Source: an optimization exercise on an open RTL-to-GDS flow (aim: small area). Production flows keep margins and buffers that such runs may drop. The RTL was checked by simulation tests, not by an equivalence proof against the original design. The clock cells of runs 4 and 5 come from the design's own scripts or RTL, not from TritonCTS. No driver is modelled on the clock port, so clock power and skew are understated where the tree is cut down; a real chip needs a root buffer or a tree. Power is estimated from default activity; no workload was simulated.

--- flow/design.v ---
package ram_pkg;
   localparam logic [15:0] CLEAR_VALUE = 16'hA5A5;
endpackage
module ram_g_ao22 (
   input  logic A1, A2, B1, B2,
   output logic Y
);
   assign Y = (A1 & A2) | (B1 & B2);
endmodule
module ram_g_aoi222 (
   input  logic A1, A2, B1, B2, C1, C2,
   output logic Y
);
   assign Y = ~((A1 & A2) | (B1 & B2) | (C1 & C2));
endmodule
module ram_g_nand2 (
   input  logic A, B,
   output logic Y
);
   assign Y = ~(A & B);
endmodule
module ram_g_nor2 (
   input  logic A, B,
   output logic Y
);
   assign Y = ~(A | B);
endmodule
module ram_g_nand4 (
   input  logic A, B, C, D,
   output logic Y
);
   assign Y = ~(A & B & C & D);
endmodule
module ram_g_nor4 (
   input  logic A, B, C, D,
   output logic Y
);
   assign Y = ~(A | B | C | D);
endmodule
module ram_clear_seq (
   input  logic clk_i,
   input  logic rst_ni,
   output logic busy_o
);
   logic       busy_q;
   logic [7:0] cnt_q;
   always_ff @(posedge clk_i) begin
      if (!rst_ni) begin
         busy_q <= 1'b1;
         cnt_q  <= '0;
      end else if (busy_q) begin
         cnt_q <= cnt_q + 1'b1;
         if (cnt_q == 8'hFF) busy_q <= 1'b0;
      end
   end
   assign busy_o = busy_q;
endmodule
module ram_predec (
   input  logic        clear_i,
   input  logic        we_i,
   input  logic [7:0]  ad_i,
   output logic [15:0] rlo_n_o,
   output logic [15:0] rhi_n_o,
   output logic [15:0] wlo_o,
   output logic [15:0] whi_o,
   output logic [15:0] wlo_n_o,
   output logic [15:0] whi_n_o
);
   always_comb begin
      for (int j = 0; j < 16; j++) begin
         rlo_n_o[j] = ~(ad_i[3:0] == j[3:0]);
         rhi_n_o[j] = ~(ad_i[7:4] == j[3:0]);
         wlo_o[j]   = clear_i | (we_i & (ad_i[3:0] == j[3:0]));
         whi_o[j]   = clear_i | (ad_i[7:4] == j[3:0]);
      end
   end
   assign wlo_n_o = ~wlo_o;
   assign whi_n_o = ~whi_o;
endmodule
module ram_word (
   input  logic        clk,
   input  logic        w_i,
   input  logic        wn_i,
   input  logic [15:0] d_i,
   output logic [15:0] q_o
);
   logic [15:0] q_d;
   for (genvar b = 0; b < 16; b++) begin : g_bit
      ram_g_ao22 u_hold (.A1(w_i), .A2(d_i[b]), .B1(wn_i), .B2(q_o[b]), .Y(q_d[b]));
   end
   always_ff @(posedge clk) begin
      q_o <= q_d;
   end
endmodule
module ram_rmux_bit (
   input  logic [255:0] sel_i,
   input  logic [255:0] q_i,
   output logic [5:0]   out_n_o
);
   logic [85:0] l1_n;
   logic [21:0] l2;
   for (genvar g = 0; g < 85; g++) begin : g_l1
      ram_g_aoi222 u_ao (
         .A1 (sel_i[3*g]),     .A2 (q_i[3*g]),
         .B1 (sel_i[3*g + 1]), .B2 (q_i[3*g + 1]),
         .C1 (sel_i[3*g + 2]), .C2 (q_i[3*g + 2]),
         .Y  (l1_n[g])
      );
   end
   ram_g_nand2 u_l1_last (.A(sel_i[255]), .B(q_i[255]), .Y(l1_n[85]));
   for (genvar g = 0; g < 21; g++) begin : g_l2
      ram_g_nand4 u_nd (
         .A(l1_n[4*g]), .B(l1_n[4*g + 1]), .C(l1_n[4*g + 2]), .D(l1_n[4*g + 3]),
         .Y(l2[g])
      );
   end
   ram_g_nand2 u_l2_last (.A(l1_n[84]), .B(l1_n[85]), .Y(l2[21]));
   for (genvar g = 0; g < 5; g++) begin : g_l3
      ram_g_nor4 u_nr (
         .A(l2[4*g]), .B(l2[4*g + 1]), .C(l2[4*g + 2]), .D(l2[4*g + 3]),
         .Y(out_n_o[g])
      );
   end
   ram_g_nor2 u_l3_last (.A(l2[20]), .B(l2[21]), .Y(out_n_o[5]));
endmodule
module ram_sp_param (
   input  logic        clk,
   input  logic        clear_i,
   input  logic        we_i,
   input  logic [7:0]  ad_i,
   input  logic [15:0] din_i,
   output logic [15:0] rdata_o
);
   logic [15:0]  wdata;
   logic [15:0]  rlo_n, rhi_n, wlo, whi, wlo_n, whi_n;
   logic [255:0] sel;             
   logic [255:0] w, wn;           
   logic [255:0] qt [16];         
   assign wdata = clear_i ? ram_pkg::CLEAR_VALUE : din_i;
   ram_predec u_predec (
      .clear_i (clear_i),
      .we_i    (we_i),
      .ad_i    (ad_i),
      .rlo_n_o (rlo_n),
      .rhi_n_o (rhi_n),
      .wlo_o   (wlo),
      .whi_o   (whi),
      .wlo_n_o (wlo_n),
      .whi_n_o (whi_n)
   );
   for (genvar i = 0; i < 256; i++) begin : g_word
      logic [15:0] q;
      ram_g_nor2  u_sel (.A(rlo_n[i % 16]), .B(rhi_n[i / 16]), .Y(sel[i]));
      ram_g_nor2  u_w   (.A(wlo_n[i % 16]), .B(whi_n[i / 16]), .Y(w[i]));
      ram_g_nand2 u_wn  (.A(wlo[i % 16]),   .B(whi[i / 16]),   .Y(wn[i]));
      ram_word u_word (
         .clk  (clk),
         .w_i  (w[i]),
         .wn_i (wn[i]),
         .d_i  (wdata),
         .q_o  (q)
      );
      for (genvar b = 0; b < 16; b++) begin : g_t
         assign qt[b][i] = q[b];
      end
   end
   for (genvar b = 0; b < 16; b++) begin : g_rd
      logic [5:0] out_n;
      ram_rmux_bit u_rmux (
         .sel_i   (sel),
         .q_i     (qt[b]),
         .out_n_o (out_n)
      );
      assign rdata_o[b] = ~&out_n;
   end
endmodule
module ram_sp_top (
   input  logic        clk,
   input  logic        reset,
   input  logic        ce,
   input  logic        oce,
   input  logic        wre,
   input  logic [7:0]  ad,
   input  logic [15:0] din,
   output logic [15:0] dout,
   output logic        busy
);
   logic [15:0] rdata;
   logic [15:0] rd_q;
   logic [15:0] dout_q;
   ram_clear_seq u_clear_seq (
      .clk_i  (clk),
      .rst_ni (reset),
      .busy_o (busy)
   );
   ram_sp_param u_mem (
      .clk     (clk),
      .clear_i (busy),
      .we_i    (reset & ce & wre),
      .ad_i    (ad),
      .din_i   (din),
      .rdata_o (rdata)
   );
   always_ff @(posedge clk) begin
      if (!reset) begin
         rd_q   <= '0;
         dout_q <= '0;
      end else if (!busy) begin
         if (ce)  rd_q   <= rdata;
         if (oce) dout_q <= rd_q;
      end
   end
   assign dout = dout_q;
endmodule
--- flow/constraint.sdc ---
create_clock -name core_clock -period 8.0 [get_ports {clk}]
set_input_delay 1.6000 -clock core_clock [delete_from_list [all_inputs] [get_ports {clk}]]
set_output_delay 1.6000 -clock core_clock [all_outputs]
set_load 0.01 [all_outputs]
--- flow/run.sh ---
#!/bin/bash
# synth_recipe.tcl (not shown) runs the flow's synth.tcl, then flattens the netlist and writes it again
# the make line also repeats each setting of config.mk as NAME=value (left out here)
make -C /OpenROAD-flow-scripts/flow DESIGN_CONFIG=/design/flow/config.mk WORK_HOME=/design/flow/orfs CLKGATE_MAP_FILE= SYNTH_SCRIPT=/design/flow/synth_recipe.tcl finish
--- flow/config.mk ---
export PLATFORM = sky130hd
export DESIGN_NAME = ram_sp_top
export DESIGN_NICKNAME = ram_sp_top
export VERILOG_FILES = /design/flow/design.v
export SDC_FILE = /design/flow/constraint.sdc
export NUM_CORES = 4
export LEC_CHECK = 0
export CAP_MARGIN = 20
export CORE_MARGIN = 2
export CORE_UTILIZATION = 45
export SLEW_MARGIN = 20
export SYNTH_HIERARCHICAL = 1
==> flow_metrics.tcl, run 1 <==
set metrics [dict create \
    outcome "complete, no violations" \
    path_cells "clkdlybuf4s50_1 -> nor2b_4 -> nand2_1 -> nor2_1 -> buf_4 -> a222oi_1 -> nand4_1 -> nor4_2 -> and4_1 -> nand3_1 -> nand2_1 -> mux2i_1" \
    critPathCaptureType "flop" \
    cp_data_arrival_time_ps 7270 \
    post-cts-setup-buffers 0 \
    ys_ff_latch 4137 \
    area_delta_synth_final_pct 17.6 \
    grt_overflow 0 \
    synth_edf_count 0 \
    finalCriticalPeriod_ps 6440 \
    drt-pass1-iter-count 14 \
    die_y_um 563 \
    critPathKind "in -> reg" \
    async_flop_share 0 \
    final_hold_viol_count 0 \
    vias_per_cell 7.49 \
    syn_nets 11166 \
    synth_ff_type "dfxtp_1" \
    slew_headroom 0.147 \
    ctsHoldBuffers 0 \
    core_mm2 0.311 \
    critical_path_buf_inv_count 2 \
    gp_congestion 0.958 \
    crit_slowest_cell "nor4_2" \
    synth_warnings 13 \
    p_leak_nw 63.3 \
    crit_path_frequent_cell "nand2_1" \
    synth_top_cell_by_area "dfxtp_1" \
    hold_slack_ps 467 \
    powerDensity_mw_per_mm2 252 \
    drive_above_1_share 0.126 \
    routedWlPerCell_um 36.7 \
    clock_path_buffers 4 \
    die_area_mm2 0.317 \
    grt_max_degree 143 \
    critPathRequiredTime_ps 8820 \
    fp.dieW_um 563 \
    io_buffers 45 \
    nNetsFinal 12064 \
    fmax_mhz 155 \
    nFillCells 26140 \
    slew_viol_final 0 \
    fin_util 0.531 \
    rrSetupSlack_ps 4240 \
    clkSinkCount 4137 \
    cp_max_fo 16 \
    drtIter0Drc 25674 \
    ys_types 39 \
    drc_errors 0 \
    h-tree-depth 5 \
    fin_crit_sh 0.806 \
    clockRootBuffer "clkbuf_16" \
    rows 205 \
    ant_nets 0 \
    yosysTopAreaCellShare 0.590 \
    hpwl_mm 369 \
    synthTopCellsByArea "dfxtp_1 59%, a22o_1 26%, a222oi_1 9.7%" \
    grt_util_all_layers 0.361 \
    vias 123956 \
    cts_made_buffers 425 \
    slowest_delay_ps 1160 \
    routed_wl_mm 607 \
    rsz0062_at_grt "false" \
    syn_area_mm2 0.140 \
    hold_class "reg -> reg" \
    netlist_instances 11136 \
    drv_cap 0 \
    io_pins 46 \
    critical-path-top-delay-family "simple AND/OR/NAND/NOR gates" \
    post_cts_resized 0 \
    clk_pin_slew_worst_paths_ps 60 \
    insertion_delay_ps 990 \
    finalSetupViolations 0 \
    worstMarginPinSlew_ps 1270 \
    power.total_w 0.0416 \
    synth_area_per_cell_um2 12.6 \
    cts_tree "built" \
    fin_worst_skew_ps 66.3 \
    ys_seq_area_frac 0.590 \
    vdd_ir_drop_max_v 0.000186 \
    start_util 0.452 \
    grt_pass1_wl_mm 857 \
    grt_antenna_before_repair 26 \
    crit_path_start_kind "input pin" \
    grt_pass1_vias 114605 \
]
==> worst register-to-register path, delay by kind of cell (launching register included) <==
| family | cells | cell delay, ps |
|---|---|---|
| AOI/OAI and AO/OA | 2 | 1780 |
| buffers and inverters | 2 | 810 |
| and+or+nand+nor | 1 | 540 |
| DFF | 1 | 510 |
==> synthesized netlist by cell type, types with 2 or more instances <==
cell type  number
or2_1           8
dfxtp_1      4137
nand3_1        29
nand4_2         2
xnor2_1         3
buf_2          16
a22o_1       4096
nor2_1        532
buf_1           2
buf_4           6
and3b_1         2
a31oi_1         6
o21ai_0         4
and4_1         16
a21oi_1        25
a31o_2          6
nor4_2         80
nand2_1       360
a21o_1         25
buf_6           8
nor2b_1        11
nand4_1       338
and2_1          5
nor2b_4         2
clkbuf_1        3
or3_1           3
a21boi_1        2
a222oi_1     1360
and2b_1         7
mux2i_1        33
==> flip-flops by register name (all words and copies together) (netlist names) <==
register and cells:
dout_q 16, rd_q 16, u_clear_seq.busy_q 1, u_clear_seq.cnt_q 8
u_mem.g_word.u_word.q_o 4096
==> per-stage QoR <==
step	instance area (um^2)	setup TNS [ps]	cells	setup slack, ps
global placement	150000	0	15734	587
floorplan	140000	-1253600	11136	-2450
global route	165000	0	16536	1630
finish	165000	0	16548	1560
CTS	165000	0	16528	1900
detailed placement	150000	0	15746	888
==> modules after synthesis (local to each module, per instance), a selection <==
module	flops+latches	area [um^2]	copies in the design
ram_sp_top	32	1250	1
ram_predec	0	852	1
ram_clear_seq	9	387	1
ram_sp_param	0	339	1
ram_word	16	320	256
ram_g_nor4	0	12.5	80
ram_g_ao22	0	8.76	4096
ram_g_nand4	0	6.26	336
ram_g_nand2	0	3.75	288
==> path summary, 6_finish.rpt <==
| kind | startpoint | to | depth (start not counted) |
|---|---|---|---|
| worst max-delay path | ad[7] | rd_q[6]$_SDFFE_PN0P_ | 12 |
| worst min-delay path | u_mem.g_word[109].u_word.q_o[5]$_DFF_P_ | u_mem.g_word[109].u_word.q_o[5]$_DFF_P_ | 1 |
| worst max register to register | u_clear_seq.busy_q$_SDFF_PN1_ | u_mem.g_word[105].u_word.q_o[7]$_DFF_P_ | 5 |
| worst min register to register | u_mem.g_word[109].u_word.q_o[5]$_DFF_P_ | u_mem.g_word[109].u_word.q_o[5]$_DFF_P_ | 1 |
==> per-layer routing <==
metal	part of all wire	track usage
met5	0.00028	0
met4	0.060	0.193
met3	0.12	0.0988
met2	0.41	0.510
met1	0.40	0.500
==> cell families after synthesis <==
group,count (synthesis),share of synthesized area
xor+xnor,4,0.000249
fa+ha+maj,1,0.0000891
flops,4137,0.590
mux,33,0.00235
compound gates,5525,0.355
buf+inv,37,0.00191
simple gates,1399,0.0504
==> cell type report <==
type / count / area [um^2] / share of cell area
clock inverter: 164 / 2010 / 0.0122
tap: 4140 / 5180 / 0.0313
timing repair buffer: 508 / 4270 / 0.0258
multi-input combinational: 6962 / 58400 / 0.354
clock buffer: 618 / 12500 / 0.0756
sequential: 4137 / 82800 / 0.501
antenna: 19 / 47.5 / 0.000288
==> layout by cell type (no fill, tap or decap), drive strengths merged, types with 19 or more instances in the layout <==
cell | Yosys | routed
dfxtp | 4137 | 4137
diode | 0 | 19
a22o | 4096 | 4096
nor2 | 532 | 532
clkbuf | 3 | 618
a21o | 25 | 25
clkinv | 0 | 107
a222oi | 1360 | 1360
bufinv | 0 | 36
nand2 | 360 | 360
nand4 | 340 | 340
clkdlybuf4s50 | 0 | 44
nor4 | 80 | 80
mux2i | 33 | 33
buf | 34 | 464
nand3 | 29 | 29
a21oi | 25 | 25
==> report_power, final <==
part           switching, W  internal (W)
Sequential       0.00000148        0.0206
Clock               0.00858        0.0120
Combinational      0.000327      0.000114
==> inputs of run 2 (changes only) <==
--- a/flow/design.v
+++ b/flow/design.v
@@ -30,12 +30,6 @@
    output logic Y
 );
    assign Y = ~(A & B & C & D);
-endmodule
-module ram_g_nor4 (
-   input  logic A, B, C, D,
-   output logic Y
-);
-   assign Y = ~(A | B | C | D);
 endmodule
 module ram_clear_seq (
    input  logic clk_i,
@@ -95,7 +89,7 @@
 module ram_rmux_bit (
    input  logic [255:0] sel_i,
    input  logic [255:0] q_i,
-   output logic [5:0]   out_n_o
+   output logic         out_o
 );
    logic [85:0] l1_n;
    logic [21:0] l2;
@@ -115,13 +109,7 @@
       );
    end
    ram_g_nand2 u_l2_last (.A(l1_n[84]), .B(l1_n[85]), .Y(l2[21]));
-   for (genvar g = 0; g < 5; g++) begin : g_l3
-      ram_g_nor4 u_nr (
-         .A(l2[4*g]), .B(l2[4*g + 1]), .C(l2[4*g + 2]), .D(l2[4*g + 3]),
-         .Y(out_n_o[g])
-      );
-   end
-   ram_g_nor2 u_l3_last (.A(l2[20]), .B(l2[21]), .Y(out_n_o[5]));
+   assign out_o = |l2;
 endmodule
 module ram_sp_param (
    input  logic        clk,
@@ -165,13 +153,11 @@
       end
    end
    for (genvar b = 0; b < 16; b++) begin : g_rd
-      logic [5:0] out_n;
       ram_rmux_bit u_rmux (
-         .sel_i   (sel),
-         .q_i     (qt[b]),
-         .out_n_o (out_n)
-      );
-      assign rdata_o[b] = ~&out_n;
+         .sel_i (sel),
+         .q_i   (qt[b]),
+         .out_o (rdata_o[b])
+      );
    end
 endmodule
 module ram_sp_top (
==> flow/flow/run.sh (new file) <==
#!/bin/bash
# Standard layout, with clock tree synthesis told to use small clock buffers
# in small clusters and not to add dummy loads, and the smallest buffer on the
# ports.
set -euo pipefail
export CTS_ARGS="-sink_clustering_enable -repair_clock_nets -dont_use_dummy_load -buf_list sky130_fd_sc_hd__clkbuf_4 -sink_clustering_size 10 -sink_clustering_max_diameter 30"
export BUFFER_PORTS_ARGS="-buffer_cell sky130_fd_sc_hd__buf_1"
bash standard.sh > standard.log 2>&1
==> flow/standard.sh (new file) <==
#!/bin/bash
# synth_recipe.tcl (not shown) runs the flow's synth.tcl, then flattens the netlist and writes it again
# the make line also repeats each setting of config.mk as NAME=value (left out here)
make -C /OpenROAD-flow-scripts/flow DESIGN_CONFIG=/design/flow/config.mk WORK_HOME=/design/flow/orfs CLKGATE_MAP_FILE= SYNTH_SCRIPT=/design/flow/synth_recipe.tcl "${@:-finish}"
removed: flow/run.sh
==> run 2 against run 1 <==
Core utilization down 2.7 points. Setup slack better by 230 ps. Clock power down 44%. First-iteration DRC count down 1.4%. Sequential share of layout area up 3.1 points. Synthesized cell count down 0.14%. Final cell count down 0.27%. Largest cell class unchanged. Worst hold slack worse by 94 ps. Wire length up 0.44%. Sequential power about the same. Register-to-register slack worse by 460 ps.
==> flow_metrics.tcl, run 2 <==
set metrics [dict create \
    clk_pin_slew_worst_paths_ps 100 \
    intPower_w 0.0250 \
    power_switching_share 0.232 \
    largest_reg_flops 4096 \
    instances_no_fill 16504 \
    grt_antenna_before_repair 54 \
    seqPwrFrac 0.632 \
    drc_errors 0 \
    drive_above_1_share 0.126 \
    critPathCaptureType "flop" \
    powerDensity_mw_per_mm2 209 \
    grt_pass1_vias 116510 \
    hpwl_mm 375 \
    cp_data_arrival_time_ps 7730 \
    clockRootBuffer "clkbuf_4" \
    rsz0062_at_grt "false" \
    post-cts-setup-buffers 0 \
    core_mm2 0.309 \
    drv_cap 0 \
    finalCriticalPeriod_ps 6210 \
    fin_worst_skew_ps 195 \
    cp_max_fo 16 \
    critPathRequiredTime_ps 9520 \
    slowest_delay_ps 1010 \
    critPathKind "in -> reg" \
    critical-path-top-delay-family "simple AND/OR/NAND/NOR gates" \
    ys_ff_latch 4137 \
    hold_class "in -> reg" \
    crit_slowest_cell "nor4_1" \
    p_leak_nw 59.5 \
    setup_ws_ps 1790 \
    ys_types 39 \
    ctsHoldBuffers 0 \
    synth_warnings 13 \
    power.switching_w 0.00757 \
    h-tree-depth 6 \
    drtIter0Drc 25324 \
    grt_util_all_layers 0.364 \
    dp_cells 15685 \
    slew_headroom 0.0806 \
    vias_per_cell 7.60 \
    netlist_instances 11120 \
    dp_slack_ps 401 \
    mostFrequentLayoutCell "dfxtp_1" \
    synth_common_cells "4137 x dfxtp_1, 4096 x a22o_1, 1360 x a222oi_1" \
    critical_path_buf_inv_count 2 \
    die_area_mm2 0.315 \
    slew_viol_final 0 \
    vias 125454 \
    ant_nets 0 \
    yosysTopAreaCellShare 0.592 \
    layout_common_cells "4136 x dfxtp_1, 4096 x a22o_1, 1360 x a222oi_1, 761 x clkbuf_4, 406 x buf_4" \
    final_hold_viol_count 0 \
    io_buffers 45 \
    nFillCells 27017 \
    power_frac_clock 0.355 \
    worstMarginPinSlew_ps 1380 \
    clkSinkCount 4137 \
    placed_area_mm2 0.150 \
    cts_made_buffers 761 \
    fp.dieW_um 562 \
    path_cells "buf_1 -> nor2_1 -> nand2_1 -> nor2_1 -> a222oi_1 -> nand4_1 -> nor4_1 -> buf_4 -> nand4_1 -> or4_1 -> nand2_1 -> mux2i_1" \
    top_register "u_mem.g_word.u_word.q_o" \
    fmax_mhz 161 \
    routed_wl_mm 609 \
    fin_util 0.504 \
    cts_tree "built" \
    crit_path_start_kind "input pin" \
    routedWlPerCell_um 36.9 \
    insertion_delay_ps 1700 \
    async_flop_share 0 \
    synthTopCellsByArea "dfxtp_1 59%, a22o_1 26%, a222oi_1 9.7%" \
    grt_pass1_wl_mm 859 \
    p_comb_frac 0.013 \
    hold_slack_ps 373 \
    rows 204 \
    ys_seq_area_frac 0.592 \
    reg.largest.list "u_mem.g_word.u_word.q_o x4096, dout_q x16, rd_q x16" \
    vdd_ir_drop_max_v 0.000150 \
    drt-pass1-iter-count 13 \
    syn_nets 11150 \
    nNetsFinal 12362 \
    finalSetupViolations 0 \
    synth_area_per_cell_um2 12.6 \
    synth_edf_count 0 \
    grt_max_degree 135 \
    synth_ff_type "dfxtp_1" \
    clock_path_buffers 4 \
    yosysMostFrequentCell "dfxtp_1" \
    fin_crit_sh 0.777 \
    outcome "complete, no violations" \
    start_util 0.453 \
    stdcell_area_mm2 0.156 \
    gp_congestion 0.986 \
    io_pins 46 \
    die_y_um 562 \
    synth_top_cell_by_area "dfxtp_1" \
    syn_area_mm2 0.140 \
    post_cts_resized 0 \
    area_delta_synth_final_pct 11.3 \
    grt_overflow 0 \
]
==> run 2: cell types whose count changed after synthesis, sizes merged <==
cell   before  now
and4       16    0
nand3      29   13
nand4     340  356
nor2      532  516
nor4       80   64
or4         0   32
==> run 2: power groups by stage <==
stage	Sequential, W	Combinational [W]	Clock, W
CTS	0.0206	0.000398	0.0117
global route	0.0206	0.000410	0.0125
global placement	0.0211	0.000395	0
detailed placement	0.0211	0.000397	0
floorplan	0.0211	0.000126	0
finish	0.0206	0.000427	0.0116
==> run 2: logic make-up (layout without fill, tap and decap cells) <==
group	Yosys count	count (layout)	synth area share
adders and majority gates	1	1	0.0000894
buffers and inverters	37	1247	0.00192
xor gates and xnor gates	4	4	0.000250
other	0	54	0
muxes	33	33	0.00236
AOI/OAI and AO/OA	5525	5525	0.357
and+or+nand+nor	1383	1383	0.0467
DFF	4137	4137	0.592
==> run 2: per-layer routing <==
layer	track usage	vias to the layer above	wire, um
met2	0.525	10046	257000
met4	0.196	22	35700
met1	0.492	62628	240000
met5	0	-	152
met3	0.101	1730	75900
li1	-	51028	-
==> run 2: tightest hold or removal path, stage by stage <==
cell	delay, ps
buf_1	70
or2_4	250
a22o_1	170
==> run 2: path summary, 6_finish.rpt <==
| kind | startpoint | end | slack (ps) | cells after the start |
|---|---|---|---|---|
| max | ad[6] | rd_q[11]$_SDFFE_PN0P_ | 1790 | 12 |
| min | din[5] | u_mem.g_word[198].u_word.q_o[5]$_DFF_P_ | 370 | 3 |
| max reg2reg | u_mem.g_word[246].u_word.q_o[10]$_DFF_P_ | rd_q[10]$_SDFFE_PN0P_ | 3780 | 7 |
| min reg2reg | dout_q[8]$_SDFFE_PN0P_ | dout_q[8]$_SDFFE_PN0P_ | 460 | 2 |
==> run 2: Yosys stat by module (local to each module, per instance) <==
module	flops+latches	cells inside	area [um^2]	times used
ram_sp_top	32	124	1250	1
ram_predec	0	139	852	1
ram_clear_seq	9	40	387	1
ram_word	16	16	320	256
ram_sp_param	0	17	119	1
ram_rmux_bit	0	7	46.3	16
ram_g_aoi222	0	1	10.0	1360
ram_g_ao22	0	1	8.76	4096
ram_g_nand4	0	1	6.26	336
ram_g_nand2	0	1	3.75	288
ram_g_nor2	0	1	3.75	512
==> run 2: area by class of cell <==
cell class / count / area (um^2) / area share
flip-flops and latches: 4137 / 82800 / 0.532
well taps: 4120 / 5150 / 0.0331
repair buffers: 486 / 3850 / 0.0248
diodes: 54 / 135 / 0.000868
multi-input cells: 6946 / 58000 / 0.373
clock buffers: 761 / 5710 / 0.0367
==> run 2: per-stage QoR <==
stage / setup TNS, ps / total power (W)
6_report: 0 / 0.0326
5_1_grt: 0 / 0.0335
4_1_cts: 0 / 0.0327
3_5_place_dp: 0 / 0.0215
3_3_place_gp: 0 / 0.0215
2_1_floorplan: -1253600 / 0.0212
==> inputs of run 3 (changes only) <==
--- a/flow/design.v
+++ b/flow/design.v
@@ -51,25 +51,21 @@
 endmodule
 module ram_predec (
    input  logic        clear_i,
-   input  logic        we_i,
+   input  logic        acc_i,
    input  logic [7:0]  ad_i,
-   output logic [15:0] rlo_n_o,
-   output logic [15:0] rhi_n_o,
-   output logic [15:0] wlo_o,
-   output logic [15:0] whi_o,
-   output logic [15:0] wlo_n_o,
-   output logic [15:0] whi_n_o
+   output logic [15:0] lo_o,
+   output logic [15:0] hi_o,
+   output logic [15:0] lo_n_o,
+   output logic [15:0] hi_n_o
 );
    always_comb begin
       for (int j = 0; j < 16; j++) begin
-         rlo_n_o[j] = ~(ad_i[3:0] == j[3:0]);
-         rhi_n_o[j] = ~(ad_i[7:4] == j[3:0]);
-         wlo_o[j]   = clear_i | (we_i & (ad_i[3:0] == j[3:0]));
-         whi_o[j]   = clear_i | (ad_i[7:4] == j[3:0]);
+         lo_o[j] = clear_i | (acc_i & (ad_i[3:0] == j[3:0]));
+         hi_o[j] = clear_i | (ad_i[7:4] == j[3:0]);
       end
    end
-   assign wlo_n_o = ~wlo_o;
-   assign whi_n_o = ~whi_o;
+   assign lo_n_o = ~lo_o;
+   assign hi_n_o = ~hi_o;
 endmodule
 module ram_word (
    input  logic        clk,
@@ -114,33 +110,30 @@
 module ram_sp_param (
    input  logic        clk,
    input  logic        clear_i,
-   input  logic        we_i,
+   input  logic        acc_i,
+   input  logic        wr_i,
    input  logic [7:0]  ad_i,
    input  logic [15:0] din_i,
    output logic [15:0] rdata_o
 );
    logic [15:0]  wdata;
-   logic [15:0]  rlo_n, rhi_n, wlo, whi, wlo_n, whi_n;
-   logic [255:0] sel;             
+   logic [15:0]  lo, hi, lo_n, hi_n;
    logic [255:0] w, wn;           
    logic [255:0] qt [16];         
-   assign wdata = clear_i ? ram_pkg::CLEAR_VALUE : din_i;
+   assign wdata = clear_i ? ram_pkg::CLEAR_VALUE : (wr_i ? din_i : rdata_o);
    ram_predec u_predec (
       .clear_i (clear_i),
-      .we_i    (we_i),
+      .acc_i   (acc_i),
       .ad_i    (ad_i),
-      .rlo_n_o (rlo_n),
-      .rhi_n_o (rhi_n),
-      .wlo_o   (wlo),
-      .whi_o   (whi),
-      .wlo_n_o (wlo_n),
-      .whi_n_o (whi_n)
+      .lo_o    (lo),
+      .hi_o    (hi),
+      .lo_n_o  (lo_n),
+      .hi_n_o  (hi_n)
    );
    for (genvar i = 0; i < 256; i++) begin : g_word
       logic [15:0] q;
-      ram_g_nor2  u_sel (.A(rlo_n[i % 16]), .B(rhi_n[i / 16]), .Y(sel[i]));
-      ram_g_nor2  u_w   (.A(wlo_n[i % 16]), .B(whi_n[i / 16]), .Y(w[i]));
-      ram_g_nand2 u_wn  (.A(wlo[i % 16]),   .B(whi[i / 16]),   .Y(wn[i]));
+      ram_g_nor2  u_w  (.A(lo_n[i % 16]), .B(hi_n[i / 16]), .Y(w[i]));
+      ram_g_nand2 u_wn (.A(lo[i % 16]),   .B(hi[i / 16]),   .Y(wn[i]));
       ram_word u_word (
          .clk  (clk),
          .w_i  (w[i]),
@@ -154,7 +147,7 @@
    end
    for (genvar b = 0; b < 16; b++) begin : g_rd
       ram_rmux_bit u_rmux (
-         .sel_i (sel),
+         .sel_i (w),
          .q_i   (qt[b]),
          .out_o (rdata_o[b])
       );
@@ -182,7 +175,8 @@
    ram_sp_param u_mem (
       .clk     (clk),
       .clear_i (busy),
-      .we_i    (reset & ce & wre),
+      .acc_i   (reset & ce),
+      .wr_i    (wre),
       .ad_i    (ad),
       .din_i   (din),
       .rdata_o (rdata)
==> run 3 against run 2 <==
Still clean. Clock power decreased by 3%. Wire length shrank 17%. Critical path depth is 2 higher. Clock-buffer cell count down 26. Final area rose by 0.21%. Synthesized cell count down 2.5%. Fmax shrank 9.5%. Setup slack worse by 650 ps. Total power shrank 2.2%. Highest routed layer unchanged.
==> flow_metrics.tcl, run 3 <==
set metrics [dict create \
    outcome "complete, no violations" \
    layout_common_cells "4136 x dfxtp_1, 4096 x a22o_1, 1360 x a222oi_1, 735 x clkbuf_4, 537 x buf_4" \
    cts_tree "built" \
    regArea_mm2 0.0828 \
    post_cts_resized 0 \
    clock_path_buffers 4 \
    slew_headroom 0.140 \
    io_buffers 45 \
    synth-xor-area-share 0.000252 \
    yosysTopAreaCellShare 0.595 \
    nFillCells 26781 \
    grt_antenna_before_repair 30 \
    crit_path_start_kind "flop" \
    synth_top_cell_by_area "dfxtp_1" \
    seqPwrFrac 0.646 \
    async_flop_share 0 \
    p_leak_nw 59.0 \
    synth_warnings 13 \
    drc_errors 0 \
    placed_area_mm2 0.150 \
    grt_pass1_vias 111630 \
    insertion_delay_ps 1660 \
    ctsHoldBuffers 0 \
    yosys.area_share.adder 0.0000900 \
    nNetsFinal 12216 \
    critPathCaptureType "flop" \
    routed.top_layer "met5" \
    die_area_mm2 0.314 \
    met2_length_mm 218 \
    fin_worst_skew_ps 245 \
    fmax_mhz 146 \
    final_hold_viol_count 0 \
    synth-simple-area-share 0.0391 \
    power.total_w 0.0318 \
    rows 204 \
    synth_top_family_by_area "compound AO/OA/AOI/OAI gates" \
    ys_types 41 \
    grt_max_degree 131 \
    met1_length_mm 211 \
    reg.largest.list "u_mem.g_word.u_word.q_o x4096, dout_q x16, rd_q x16" \
    finalSetupViolations 0 \
    gp_congestion 0.927 \
    fin_util 0.506 \
    die_y_um 560 \
    routedWlPerCell_um 31.0 \
    critPathKind "reg -> reg" \
    tns_ps 0 \
    grt_pass1_wl_mm 739 \
    vias 117367 \
    syn_area_mm2 0.139 \
    netlist_instances 10846 \
    largest_reg_flops 4096 \
    synthTopCellsByArea "dfxtp_1 60%, a22o_1 26%, a222oi_1 9.8%" \
    worstMarginPinSlew_ps 1290 \
    top_register "u_mem.g_word.u_word.q_o" \
    routed_wl_mm 506 \
    ys_seq_area_frac 0.595 \
    hold_class "reg -> reg" \
    intPower_w 0.0248 \
    finalCriticalPeriod_ps 6860 \
    drive_above_1_share 0.138 \
    rsz0062_at_grt "false" \
    power.switching_w 0.00706 \
    grt_overflow 0 \
    critPathRequiredTime_ps 9330 \
    power_frac_clock 0.352 \
    ys_ff_latch 4137 \
    yosysMostFrequentCell "dfxtp_1" \
    cp_data_arrival_time_ps 8190 \
    cp_max_fo 96 \
    synth_common_cells "4137 x dfxtp_1, 4096 x a22o_1, 1360 x a222oi_1" \
    slew_viol_final 0 \
    clockRootBuffer "clkbuf_4" \
    drv_cap 0 \
    drtIter0Drc 18173 \
    synth_edf_count 0 \
    fp.dieW_um 560 \
    io_pins 46 \
    power_switching_share 0.222 \
    vdd_ir_drop_max_v 0.000145 \
    synth_compound_area_frac 0.360 \
    fin_crit_sh 0.858 \
    p_comb_frac 0.002 \
    dp_slack_ps 11.3 \
    hpwl_mm 320 \
    synth_area_per_cell_um2 12.8 \
    syn_nets 10876 \
    multi_input_area_mm2 0.0571 \
    post-cts-setup-buffers 0 \
    h-tree-depth 6 \
    grt_util_all_layers 0.303 \
    synth_mux_area_frac 0.00295 \
    area_delta_synth_final_pct 12.2 \
    setup_ws_ps 1140 \
    mostFrequentLayoutCell "dfxtp_1" \
    synth_ff_type "dfxtp_1" \
    start_util 0.451 \
    drt-pass1-iter-count 11 \
    core_mm2 0.308 \
    cts_made_buffers 735 \
    stdcell_area_mm2 0.156 \
    ant_nets 0 \
    clkSinkCount 4137 \
    clk_pin_slew_worst_paths_ps 90 \
    route.met3.wl_mm 48.2 \
    powerDensity_mw_per_mm2 204 \
    vias_per_cell 7.19 \
]
==> run 3: logic make-up after synthesis <==
group | after synthesis
flip-flops | 4137
buffers and inverters | 38
adder cells (fa/ha/maj) | 1
AO/OA/AOI/OAI | 5534
AND/OR/NAND/NOR | 1091
multiplexers | 41
XOR/XNOR | 4
==> run 3: cell type report <==
type | count | area share
Antenna cell | 21 | 0.000337
Clock buffer | 735 | 0.0354
Inverter | 1 | 0.0000241
Multi-Input combinational cell | 6671 | 0.366
Sequential cell | 4137 | 0.531
Tap cell | 4120 | 0.0330
Timing Repair Buffer | 640 | 0.0342
==> run 3: stage by stage <==
stage	cells	hold slack, ps
after floorplan	10846	438
after global placement	15567	447
after detailed placement	15568	451
after CTS	16303	388
after global routing	16313	450
final	16325	451
==> run 3: final timing paths <==
| check | end | slack, ps | depth (start not counted) | from |
|---|---|---|---|---|
| max reg2reg | u_mem.g_word[19].u_word.q_o[6]$_DFF_P_ | 1140 | 14 | u_clear_seq.busy_q$_SDFF_PN1_ |
| min reg2reg | dout_q[8]$_SDFFE_PN0P_ | 450 | 2 | rd_q[8]$_SDFFE_PN0P_ |
| min | dout_q[8]$_SDFFE_PN0P_ | 450 | 2 | rd_q[8]$_SDFFE_PN0P_ |
| max | u_mem.g_word[19].u_word.q_o[6]$_DFF_P_ | 1140 | 14 | u_clear_seq.busy_q$_SDFF_PN1_ |
==> run 3: power groups by stage <==
stage	logic (W)	registers [W]	clock network, W
floorplan	0.0000367	0.0211	0
global placement	0.0000616	0.0211	0
detailed placement	0.0000628	0.0211	0
CTS	0.0000629	0.0206	0.0114
global route	0.0000655	0.0206	0.0123
finish	0.0000631	0.0206	0.0112
==> run 3: layer usage <==
metal  vias to the layer above  track usage
met5                         -      0.00503
met4                        20        0.160
met3                      1177       0.0678
met2                      6649        0.450
met1                     59064        0.411
li1                      50457            -
==> run 3: critical path: stages (launching register included) <==
cell      delay (ps)
dfxtp_4          600
a31oi_4         1050
nor2_2           320
buf_4            310
a222oi_1         470
nand4_1          370
nor4_1          1020
buf_4            270
nand4_1          100
buf_4            190
or4_1            500
mux2i_1          260
nor2_4           130
buf_12           250
a22o_1           360
==> run 3: Yosys stat by module, one instance, submodules excluded, a selection <==
module	cells	copies in the design	cell area [um^2]
ram_clear_seq	40	1	387
ram_g_ao22	1	4096	8.76
ram_g_aoi222	1	1360	10.0
ram_g_nand2	1	288	3.75
ram_g_nand4	1	336	6.26
ram_g_nor2	1	256	3.75
ram_rmux_bit	7	16	46.3
ram_sp_param	36	1	289
ram_sp_top	124	1	1250
ram_word	16	256	320
==> inputs of run 4 (changes only) <==
--- a/flow/design.v
+++ b/flow/design.v
@@ -51,21 +51,25 @@
 endmodule
 module ram_predec (
    input  logic        clear_i,
-   input  logic        acc_i,
+   input  logic        we_i,
    input  logic [7:0]  ad_i,
-   output logic [15:0] lo_o,
-   output logic [15:0] hi_o,
-   output logic [15:0] lo_n_o,
-   output logic [15:0] hi_n_o
+   output logic [15:0] rlo_n_o,
+   output logic [15:0] rhi_n_o,
+   output logic [15:0] wlo_o,
+   output logic [15:0] whi_o,
+   output logic [15:0] wlo_n_o,
+   output logic [15:0] whi_n_o
 );
    always_comb begin
       for (int j = 0; j < 16; j++) begin
-         lo_o[j] = clear_i | (acc_i & (ad_i[3:0] == j[3:0]));
-         hi_o[j] = clear_i | (ad_i[7:4] == j[3:0]);
-      end
-   end
-   assign lo_n_o = ~lo_o;
-   assign hi_n_o = ~hi_o;
+         rlo_n_o[j] = ~(ad_i[3:0] == j[3:0]);
+         rhi_n_o[j] = ~(ad_i[7:4] == j[3:0]);
+         wlo_o[j]   = clear_i | (we_i & (ad_i[3:0] == j[3:0]));
+         whi_o[j]   = clear_i | (ad_i[7:4] == j[3:0]);
+      end
+   end
+   assign wlo_n_o = ~wlo_o;
+   assign whi_n_o = ~whi_o;
 endmodule
 module ram_word (
    input  logic        clk,
@@ -110,30 +114,33 @@
 module ram_sp_param (
    input  logic        clk,
    input  logic        clear_i,
-   input  logic        acc_i,
-   input  logic        wr_i,
+   input  logic        we_i,
    input  logic [7:0]  ad_i,
    input  logic [15:0] din_i,
    output logic [15:0] rdata_o
 );
    logic [15:0]  wdata;
-   logic [15:0]  lo, hi, lo_n, hi_n;
+   logic [15:0]  rlo_n, rhi_n, wlo, whi, wlo_n, whi_n;
+   logic [255:0] sel;             
    logic [255:0] w, wn;           
    logic [255:0] qt [16];         
-   assign wdata = clear_i ? ram_pkg::CLEAR_VALUE : (wr_i ? din_i : rdata_o);
+   assign wdata = clear_i ? ram_pkg::CLEAR_VALUE : din_i;
    ram_predec u_predec (
       .clear_i (clear_i),
-      .acc_i   (acc_i),
+      .we_i    (we_i),
       .ad_i    (ad_i),
-      .lo_o    (lo),
-      .hi_o    (hi),
-      .lo_n_o  (lo_n),
-      .hi_n_o  (hi_n)
+      .rlo_n_o (rlo_n),
+      .rhi_n_o (rhi_n),
+      .wlo_o   (wlo),
+      .whi_o   (whi),
+      .wlo_n_o (wlo_n),
+      .whi_n_o (whi_n)
    );
    for (genvar i = 0; i < 256; i++) begin : g_word
       logic [15:0] q;
-      ram_g_nor2  u_w  (.A(lo_n[i % 16]), .B(hi_n[i / 16]), .Y(w[i]));
-      ram_g_nand2 u_wn (.A(lo[i % 16]),   .B(hi[i / 16]),   .Y(wn[i]));
+      ram_g_nor2  u_sel (.A(rlo_n[i % 16]), .B(rhi_n[i / 16]), .Y(sel[i]));
+      ram_g_nor2  u_w   (.A(wlo_n[i % 16]), .B(whi_n[i / 16]), .Y(w[i]));
+      ram_g_nand2 u_wn  (.A(wlo[i % 16]),   .B(whi[i / 16]),   .Y(wn[i]));
       ram_word u_word (
          .clk  (clk),
          .w_i  (w[i]),
@@ -147,7 +154,7 @@
    end
    for (genvar b = 0; b < 16; b++) begin : g_rd
       ram_rmux_bit u_rmux (
-         .sel_i (w),
+         .sel_i (sel),
          .q_i   (qt[b]),
          .out_o (rdata_o[b])
       );
@@ -175,8 +182,7 @@
    ram_sp_param u_mem (
       .clk     (clk),
       .clear_i (busy),
-      .acc_i   (reset & ce),
-      .wr_i    (wre),
+      .we_i    (reset & ce & wre),
       .ad_i    (ad),
       .din_i   (din),
       .rdata_o (rdata)
==> flow/flow/run.sh (replaced) <==
#!/bin/bash
# Standard layout, except for the clock tree: flow/mycts.tcl builds it before
# the CTS step (through ORFS's PRE_CTS_TCL hook) and stands in for TritonCTS,
# whose H-tree needs more buffer area here. The ports get the smallest buffer.
set -euo pipefail
export PRE_CTS_TCL="$PWD/flow/mycts.tcl"
export BUFFER_PORTS_ARGS="-buffer_cell sky130_fd_sc_hd__buf_1"
bash standard.sh > standard.log 2>&1
==> flow/flow/mycts.tcl (new file) <==
# Clock tree built here in place of TritonCTS: the clock's flip-flop pins are
# split into clusters of at most 14 by location, each driven by a clkbuf_8 at
# its centre; those buffers are clustered again under clkbuf_8 buffers, and so
# on up to one root buffer, the only cell the clock port drives. Every
# flip-flop sees the same number of buffers between the clock port and its
# clock pin. Loaded through
# PRE_CTS_TCL; it then replaces clock_tree_synthesis with a no-op for cts.tcl.

proc mycts_cluster {pts k} {
  # pts: list of {x y item}; returns list of clusters (lists of pts) of at most k
  set n [llength $pts]
  if {$n <= $k} { return [list $pts] }
  set xs [lmap p $pts {lindex $p 0}]
  set ys [lmap p $pts {lindex $p 1}]
  set w [expr {max(1.0, [tcl::mathfunc::max {*}$xs] - [tcl::mathfunc::min {*}$xs])}]
  set h [expr {max(1.0, [tcl::mathfunc::max {*}$ys] - [tcl::mathfunc::min {*}$ys])}]
  set nc [expr {int(ceil(double($n) / $k))}]
  set side [expr {sqrt($w * $h / $nc)}]
  set ns [expr {max(1, min($nc, int(round($h / $side))))}]
  set sorted [lsort -real -index 1 $pts]
  # strips hold a whole number of clusters where possible
  set per_strip [expr {int(ceil(double($nc) / $ns))}]
  set out {}
  set i 0
  set s 0
  while {$i < $n} {
    set left_strips [expr {$ns - $s}]
    set left_clusters [expr {int(ceil(double($n - $i) / $k))}]
    set cl [expr {int(ceil(double($left_clusters) / $left_strips))}]
    set m [expr {min($n - $i, int(round(double($n - $i) * $cl / $left_clusters)))}]
    if {$m < 1} { set m [expr {$n - $i}] }
    set strip [lsort -real -index 0 [lrange $sorted $i [expr {$i + $m - 1}]]]
    # split the strip into cl clusters of nearly equal size
    set j 0
    for {set c 0} {$c < $cl} {incr c} {
      set sz [expr {int(round(double($m - $j) / ($cl - $c)))}]
      if {$sz < 1} continue
      lappend out [lrange $strip $j [expr {$j + $sz - 1}]]
      incr j $sz
    }
    incr i $m
    incr s
  }
  return $out
}

proc mycts_centre {cluster} {
  set sx 0.0; set sy 0.0
  foreach p $cluster { set sx [expr {$sx + [lindex $p 0]}]; set sy [expr {$sy + [lindex $p 1]}] }
  set n [llength $cluster]
  return [list [expr {int($sx / $n)}] [expr {int($sy / $n)}]]
}

proc mycts_build {clk_port_net levels} {
  set block [ord::get_db_block]
  set db [ord::get_db]
  set net [$block findNet $clk_port_net]
  set pts {}
  foreach it [$net getITerms] {
    set inst [$it getInst]
    set bb [$inst getBBox]
    lappend pts [list [expr {([$bb xMin] + [$bb xMax]) / 2}] [expr {([$bb yMin] + [$bb yMax]) / 2}] $it]
  }
  puts "mycts: [llength $pts] sinks on $clk_port_net"
  set lvl 0
  foreach {cell k} $levels {
    incr lvl
    set master [$db findMaster $cell]
    set clusters [mycts_cluster $pts $k]
    set newpts {}
    set c 0
    foreach cl $clusters {
      lassign [mycts_centre $cl] cx cy
      set name "mycts_l${lvl}_$c"
      set binst [odb::dbInst_create $block $master $name]
      $binst setLocation [expr {$cx - [$master getWidth] / 2}] [expr {$cy - [$master getHeight] / 2}]
      $binst setPlacementStatus PLACED
      set bnet [odb::dbNet_create $block "${name}_clk"]
      $bnet setSigType CLOCK
      [$binst findITerm X] connect $bnet
      foreach p $cl {
        set it [lindex $p 2]
        $it disconnect
        $it connect $bnet
      }
      lappend newpts [list $cx $cy [$binst findITerm A]]
      incr c
    }
    puts "mycts: level $lvl: [llength $clusters] x $cell"
    set pts $newpts
  }
  foreach p $pts {
    [lindex $p 2] connect $net
  }
}

mycts_build clk {
  sky130_fd_sc_hd__clkbuf_8 14
  sky130_fd_sc_hd__clkbuf_8 10
  sky130_fd_sc_hd__clkbuf_16 8
  sky130_fd_sc_hd__clkbuf_16 8
}

rename clock_tree_synthesis mycts_orig_clock_tree_synthesis
proc clock_tree_synthesis {args} {
  puts "mycts: clock tree already built; clock_tree_synthesis skipped"
  set_propagated_clock [all_clocks]
}
==> run 4 against run 3 <==
Still clean. Synthesized cell count is 2.5% higher. First-iteration DRC count up 36%. Via count rose by 4.6%. Total power is 0.88% lower. Largest cell class unchanged. Largest power group unchanged. Highest routed layer unchanged.
==> flow_metrics.tcl, run 4 <==
set metrics [dict create \
    io_pins 46 \
    ys_ff_latch 4137 \
    hpwl_mm 375 \
    start_util 0.453 \
    fmax_mhz 148 \
    vias_per_cell 7.65 \
    top_register "u_mem.g_word.u_word.q_o" \
    synth_mux_area_frac 0.00236 \
    reg.largest.list "u_mem.g_word.u_word.q_o x4096, dout_q x16, rd_q x16" \
    drive_above_1_share 0.0944 \
    syn_area_mm2 0.140 \
    post-cts-setup-buffers 0 \
    grt_pass1_wl_mm 849 \
    async_flop_share 0 \
    setup_ws_ps 1230 \
    final_hold_viol_count 0 \
    stdcell_area_mm2 0.155 \
    worstMarginPinSlew_ps 1360 \
    ant_nets 0 \
    gp_congestion 0.986 \
    finalSetupViolations 0 \
    area_delta_synth_final_pct 10.4 \
    yosys.area_share.adder 0.0000894 \
    synth_top_family_by_area "compound AO/OA/AOI/OAI gates" \
    power.total_w 0.0316 \
    core_mm2 0.309 \
    insertion_delay_ps 1020 \
    met1_length_mm 240 \
    yosysMostFrequentCell "dfxtp_1" \
    met2_length_mm 257 \
    drt-pass1-iter-count 14 \
    synth_compound_area_frac 0.357 \
    yosysTopAreaCellShare 0.592 \
    fin_worst_skew_ps 69.8 \
    synthTopCellsByArea "dfxtp_1 59%, a22o_1 26%, a222oi_1 9.7%" \
    route.met3.wl_mm 72.8 \
    synth_common_cells "4137 x dfxtp_1, 4096 x a22o_1, 1360 x a222oi_1" \
    routed.top_layer "met5" \
    routed_wl_mm 604 \
    critPathKind "in -> reg" \
    ys_seq_area_frac 0.592 \
    vdd_ir_drop_max_v 0.000157 \
    largest_reg_flops 4096 \
    post_cts_resized 0 \
    drtIter0Drc 24658 \
    layout_common_cells "4136 x dfxtp_1, 4096 x a22o_1, 1360 x a222oi_1, 406 x buf_4, 354 x nand4_1" \
    synth_area_per_cell_um2 12.6 \
    slew_headroom 0.0959 \
    grt_overflow 0 \
    clk_pin_slew_worst_paths_ps 100 \
    multi_input_area_mm2 0.0580 \
    critPathRequiredTime_ps 8890 \
    die_area_mm2 0.315 \
    netlist_instances 11120 \
    cp_max_fo 16 \
    fp.dieW_um 562 \
    fin_util 0.500 \
    drv_cap 0 \
    ys_types 39 \
    powerDensity_mw_per_mm2 204 \
    rows 204 \
    synth_ff_type "dfxtp_1" \
    grt_util_all_layers 0.359 \
    die_y_um 562 \
    hold_slack_ps 466 \
    synth-simple-area-share 0.0467 \
    outcome "complete, no violations" \
    synth_warnings 13 \
    finalCriticalPeriod_ps 6770 \
    grt_pass1_vias 112595 \
    slew_viol_final 0 \
    regArea_mm2 0.0828 \
    hold_class "reg -> reg" \
    cp_data_arrival_time_ps 7660 \
    p_leak_nw 58.4 \
    synth_edf_count 0 \
    io_buffers 45 \
    grt_antenna_before_repair 43 \
    nFillCells 26858 \
    critPathCaptureType "flop" \
    placed_area_mm2 0.150 \
    rsz0062_at_grt "false" \
    routedWlPerCell_um 37.6 \
    synth_top_cell_by_area "dfxtp_1" \
    fin_crit_sh 0.847 \
    syn_nets 11150 \
    drc_errors 0 \
    ctsHoldBuffers 0 \
    crit_path_start_kind "input pin" \
    synth-xor-area-share 0.000250 \
    nNetsFinal 11932 \
    dp_slack_ps 401 \
    grt_max_degree 135 \
    mostFrequentLayoutCell "dfxtp_1" \
    vias 122784 \
]
-- run 4: cell types whose count changed in the layout (fill, tap and decap cells not counted), moves of 18 or more --
| cell | previous run | this run |
|---|---|---|
| nor2_1 | 0 | 274 |
| clkbuf_4 | 735 | 0 |
| buf_4 | 537 | 406 |
| diode_2 | 21 | 39 |
| clkbuf_8 | 0 | 326 |
| buf_12 | 56 | 24 |
-- run 4: per-module statistics from Yosys (local to each module, per instance) --
module,flip-flops and latches,cells
ram_g_nand4,0,1
ram_g_nand2,0,1
ram_g_aoi222,0,1
ram_sp_top,32,124
ram_g_ao22,0,1
ram_predec,0,139
ram_rmux_bit,0,7
ram_clear_seq,9,40
ram_g_nor2,0,1
ram_sp_param,0,17
ram_word,16,16
-- run 4: final timing paths --
path                                                          startpoint                       to  slack (ps)  depth (start not counted)
worst min-delay path                             dout_q[12]$_SDFFE_PN0P_  dout_q[12]$_SDFFE_PN0P_         470                          2
worst min register to register                   dout_q[12]$_SDFFE_PN0P_  dout_q[12]$_SDFFE_PN0P_         470                          2
worst max-delay path                                               ad[6]     rd_q[2]$_SDFFE_PN0P_        1230                         13
worst max register to register  u_mem.g_word[246].u_word.q_o[10]$_DFF_P_    rd_q[10]$_SDFFE_PN0P_        3830                          7
-- run 4: metrics by stage --
| stage | TNS (ps) | instances |
|---|---|---|
| floorplan | -1253600 | 11120 |
| detailed placement | 0 | 15685 |
| global route | 0 | 16026 |
| CTS | 0 | 16016 |
| finish | 0 | 16059 |
| global placement | 0 | 15666 |
-- run 4: cell type report --
cell class	instances	share of cell area
antenna	39	0.000631
buffer	331	0.0298
multi-input combinational	6946	0.375
sequential	4137	0.536
tap	4120	0.0334
timing repair buffer	486	0.0249
-- run 4: power breakdown --
part           leakage, nW  internal, W  switching, W
sequential            33.4       0.0206    0.00000146
combinational         22.6    0.0000953      0.000329
clock                 2.41      0.00376       0.00680
-- run 4: worst max-delay path: stages --
cell and delay [ps]:
buf_1 750, nor2_1 220, nand2_1 810, buf_4 310, nor2_1 70, buf_4 210
a222oi_1 710, nand4_1 560, nor4_2 810, nand4_1 720, or4_1 630, nand2_1 80
mux2i_1 80
-- run 4: routing by layer --
metal  track usage  up-vias
met5             0        -
met4         0.183       36
met3        0.0930     1460
met2         0.521     9340
met1         0.490    62029
li1              -    49919
-- run 4: kinds of logic (layout without fill, tap and decap cells) --
| kind of cell | count (synthesis) | in the layout |
|---|---|---|
| multiplexers | 33 | 33 |
| XOR/XNOR | 4 | 4 |
| flip-flops | 4137 | 4137 |
| other | 0 | 39 |
| buffers and inverters | 37 | 817 |
| adder cells (fa/ha/maj) | 1 | 1 |
| AND/OR/NAND/NOR | 1383 | 1383 |
| AO/OA/AOI/OAI | 5525 | 5525 |
==> inputs of run 5 (changes only) <==
--- a/flow/flow/mycts.tcl
+++ b/flow/flow/mycts.tcl
@@ -1,5 +1,5 @@
 # Clock tree built here in place of TritonCTS: the clock's flip-flop pins are
-# split into clusters of at most 14 by location, each driven by a clkbuf_8 at
+# split into clusters of at most 16 by location, each driven by a clkbuf_8 at
 # its centre; those buffers are clustered again under clkbuf_8 buffers, and so
 # on up to one root buffer, the only cell the clock port drives. Every
 # flip-flop sees the same number of buffers between the clock port and its
@@ -95,7 +95,7 @@
 }
 
 mycts_build clk {
-  sky130_fd_sc_hd__clkbuf_8 14
+  sky130_fd_sc_hd__clkbuf_8 16
   sky130_fd_sc_hd__clkbuf_8 10
   sky130_fd_sc_hd__clkbuf_16 8
   sky130_fd_sc_hd__clkbuf_16 8
==> run 5 against run 4 <==
Sequential share of layout area rose by 0.19 points. Largest cell class unchanged. Register-to-register slack better by 30 ps. Clock power is 6% lower. Clock skew grew 26 ps. Sequential cell count did not move. Setup slack improved by 5.1 ps. Critical path type unchanged. Worst hold slack better by 1.4 ps. Combinational power about the same. First-iteration DRC count grew 1.1%. Sequential power about the same. Wire length decreased by 0.22%. Die area did not move. Highest routed layer unchanged.
==> flow_metrics.tcl, run 5 <==
set metrics [dict create \
    die_y_um 562 \
    synth_edf_count 0 \
    p_leak_nw 58.1 \
    critPathRequiredTime_ps 8850 \
    finalCriticalPeriod_ps 6770 \
    finalSetupViolations 0 \
    netlist_instances 11120 \
    worstMarginPinSlew_ps 1370 \
    io_buffers 45 \
    final_hold_viol_count 0 \
    insertion_delay_ps 1050 \
    post_cts_resized 0 \
    critPathKind "in -> reg" \
    drtIter0Drc 24927 \
    grt_overflow 0 \
    synth_area_per_cell_um2 12.6 \
    start_util 0.453 \
    cp_data_arrival_time_ps 7620 \
    power_switching_share 0.225 \
    area_delta_synth_final_pct 10.1 \
    hold_class "reg -> reg" \
    yosysTopAreaCellShare 0.592 \
    synthTopCellsByArea "dfxtp_1 59%, a22o_1 26%, a222oi_1 9.7%" \
    syn_nets 11150 \
    reg.largest.list "u_mem.g_word.u_word.q_o x4096, dout_q x16, rd_q x16" \
    core_mm2 0.309 \
    rrSetupSlack_ps 3860 \
    grt_max_degree 135 \
    hold_start "dout_q[4]$_SDFFE_PN0P_" \
    hpwl_mm 375 \
    vdd_ir_drop_max_v 0.000169 \
    layout_common_cells "4136 x dfxtp_1, 4096 x a22o_1, 1360 x a222oi_1, 405 x buf_4, 354 x nand4_1" \
    ys_ff_latch 4137 \
    power_frac_clock 0.321 \
    dp_slack_ps 401 \
    whs_endpoint "dout_q[4]$_SDFFE_PN0P_" \
    die_area_mm2 0.315 \
    fin_crit_sh 0.846 \
    powerDensity_mw_per_mm2 201 \
    fin_util 0.498 \
    drt-pass1-iter-count 14 \
    synth_top_cell_by_area "dfxtp_1" \
    setup_ws_ps 1230 \
    grt_pass1_wl_mm 847 \
    yosysMostFrequentCell "dfxtp_1" \
    synth_warnings 13 \
    power.switching_w 0.00696 \
    vias_per_cell 7.65 \
    instances_no_fill 16004 \
    grt_pass1_vias 112256 \
    fmax_mhz 148 \
    nNetsFinal 11892 \
    rows 204 \
    ant_nets 0 \
    r2r_end "rd_q[3]$_SDFFE_PN0P_" \
    crit_path_start_kind "input pin" \
    slew_viol_final 0 \
    r2r-start "u_mem.g_word[228].u_word.q_o[3]$_DFF_P_" \
    top_register "u_mem.g_word.u_word.q_o" \
    post-cts-setup-buffers 0 \
    ys_seq_area_frac 0.592 \
    p_comb_frac 0.014 \
    drv_cap 0 \
    mostFrequentLayoutCell "dfxtp_1" \
    io_pins 46 \
    largest_reg_flops 4096 \
    routed_wl_mm 603 \
    fin_worst_skew_ps 96.2 \
    rsz0062_at_grt "false" \
    worstHoldPathCells 2 \
    ctsHoldBuffers 0 \
    grt_util_all_layers 0.358 \
    synth_common_cells "4137 x dfxtp_1, 4096 x a22o_1, 1360 x a222oi_1" \
    clk_pin_slew_worst_paths_ps 100 \
    synth_ff_type "dfxtp_1" \
    outcome "complete, no violations" \
    ys_types 39 \
    drive_above_1_share 0.0915 \
    slew_headroom 0.0890 \
    grt_antenna_before_repair 48 \
    gp_congestion 0.986 \
    routedWlPerCell_um 37.7 \
    fp.dieW_um 562 \
    r2r_cells 8 \
    cp_max_fo 16 \
    critPathCaptureType "flop" \
    seqPwrFrac 0.665 \
    intPower_w 0.0240 \
    dp_cells 15685 \
    async_flop_share 0 \
    syn_area_mm2 0.140 \
    hold_slack_ps 467 \
    drc_errors 0 \
    vias 122365 \
]
[run 5: cell count changes in the layout (fill, tap and decap cells not counted), sizes merged]
| cell | delta |
|---|---|
| diode | -15 |
| buf | +1 |
| clkbuf | -41 |
[run 5: metrics by stage]
| step | setup TNS [ps] | cell area [um^2] | total power [W] |
|---|---|---|---|
| floorplan | -1253600 | 140000 | 0.0212 |
| global placement | 0 | 149000 | 0.0215 |
| detailed placement | 0 | 150000 | 0.0215 |
| CTS | 0 | 154000 | 0.0310 |
| global route | 0 | 154000 | 0.0317 |
| finish | 0 | 154000 | 0.0310 |
[run 5: modules after synthesis (local to each module, per instance)]
module / times used / flops+latches / cell area (um^2) / cells inside
ram_clear_seq: 1 / 9 / 387 / 40
ram_g_ao22: 4096 / 0 / 8.76 / 1
ram_g_aoi222: 1360 / 0 / 10.0 / 1
ram_g_nand2: 288 / 0 / 3.75 / 1
ram_g_nand4: 336 / 0 / 6.26 / 1
ram_g_nor2: 512 / 0 / 3.75 / 1
ram_predec: 1 / 0 / 852 / 139
ram_rmux_bit: 16 / 0 / 46.3 / 7
ram_sp_param: 1 / 0 / 119 / 17
ram_sp_top: 1 / 32 / 1250 / 124
ram_word: 256 / 16 / 320 / 16
[run 5: per-layer routing]
metal  global-route usage  share of wire  vias to the layer above
li1                     -              -                    49789
met1                0.490           0.39                    61643
met2                0.518           0.42                     9360
met3               0.0911           0.12                     1531
met4                0.188          0.062                       42
met5                    0        0.00044                        -
[run 5: logic make-up (layout without fill, tap and decap cells)]
| family | count (synthesis) | after routing | share of synthesized area |
|---|---|---|---|
| buffers and inverters | 37 | 777 | 0.00192 |
| other | 0 | 24 | 0 |
| flip-flops | 4137 | 4137 | 0.592 |
| XOR/XNOR | 4 | 4 | 0.000250 |
| AO/OA/AOI/OAI | 5525 | 5525 | 0.357 |
| AND/OR/NAND/NOR | 1383 | 1383 | 0.0467 |
| adder cells (fa/ha/maj) | 1 | 1 | 0.0000894 |
| multiplexers | 33 | 33 | 0.00236 |
[run 5: how the worst max path moves through the flow]
stage | startpoint | endpoint | slack (ps) | cells past startpoint
floorplan | din[12] | u_mem.g_word[0].u_word.q_o[12]$_DFF_P_ | -2450 | 2
global placement | ad[6] | rd_q[5]$_SDFFE_PN0P_ | 360 | 13
detailed placement | ad[6] | rd_q[5]$_SDFFE_PN0P_ | 400 | 13
CTS | ad[6] | rd_q[5]$_SDFFE_PN0P_ | 1420 | 13
global route | ad[6] | rd_q[2]$_SDFFE_PN0P_ | 1420 | 13
finish | ad[6] | rd_q[12]$_SDFFE_PN0P_ | 1230 | 12
[run 5: worst max-delay path, stage by stage]
cell	delay, ps
buf_1	750
nor2_1	230
buf_4	250
nand2_1	870
nor2_2	390
a222oi_1	850
nand4_1	190
nor4_1	940
nand4_1	760
or4_1	620
nand2_1	70
mux2i_1	80
[run 5: power groups by stage]
| stage | Clock, W | Sequential, W | Combinational (W) |
|---|---|---|---|
| after floorplan | 0 | 0.0211 | 0.000126 |
| after global placement | 0 | 0.0211 | 0.000395 |
| after detailed placement | 0 | 0.0211 | 0.000397 |
| after CTS | 0.00999 | 0.0206 | 0.000398 |
| after global routing | 0.0107 | 0.0206 | 0.000409 |
| final | 0.00995 | 0.0206 | 0.000423 |
[run 5: area by class of cell]
class                           instances  area, um^2
Tap cell                             4120        5150
Fill cell                           26921      155000
Buffer                                290        4050
Antenna cell                           24        60.1
Timing Repair Buffer                  487        3900
Multi-Input combinational cell       6946       58000
Sequential cell                      4137       82800

==> what the ideal ports hide <==
The flow's constraints put no driver on any port. The routed layouts listed below were extracted and timed again, unchanged, in two steps. Step 1 (the two cells are an assumption about what drives the block):
set clk [get_ports {clk}]
set_driving_cell -lib_cell sky130_fd_sc_hd__clkbuf_16 $clk
set_driving_cell -lib_cell sky130_fd_sc_hd__buf_2 [delete_from_list [all_inputs] $clk]
Step 2 moves the port delays by t, midway between the first and last clock arrival at a register: inputs arrive t later, outputs are due t later. That takes back most of the time a late clock gives input paths. Three values: ideal, step 1, step 2; two values: the first two.
| run | t, ns | setup slack, ns | hold slack, ns | worst setup path after step 2 | clock arrival spread, ns |
|---|---|---|---|---|---|
| run 1 | 1.054 | 1.555 / 1.541 / 0.487 | 0.467 / 0.467 / 0.467 | input to register | 0.068 / 0.067 |
| run 2 | 1.734 | 1.786 / 1.713 / -0.021 | 0.373 / 0.295 / 0.462 | input to register | 0.236 / 0.236 |
| run 3 | 1.657 | 1.136 / 1.136 / -0.392 | 0.451 / 0.415 / 0.451 | input to register | 0.269 / 0.269 |
| run 4 | 1.107 | 1.225 / 1.188 / 0.081 | 0.466 / 0.466 / 0.466 | input to register | 0.096 / 0.096 |
| run 5 | 1.100 | 1.230 / 1.217 / 0.117 | 0.467 / 0.467 / 0.467 | input to register | 0.124 / 0.124 |
With both steps, setup timing fails in run 2 and run 3, where it was met with ideal ports. For run 2, which loses most, drivers alone change the setup slack by -0.073 ns; drivers and shift together by -1.807 ns.
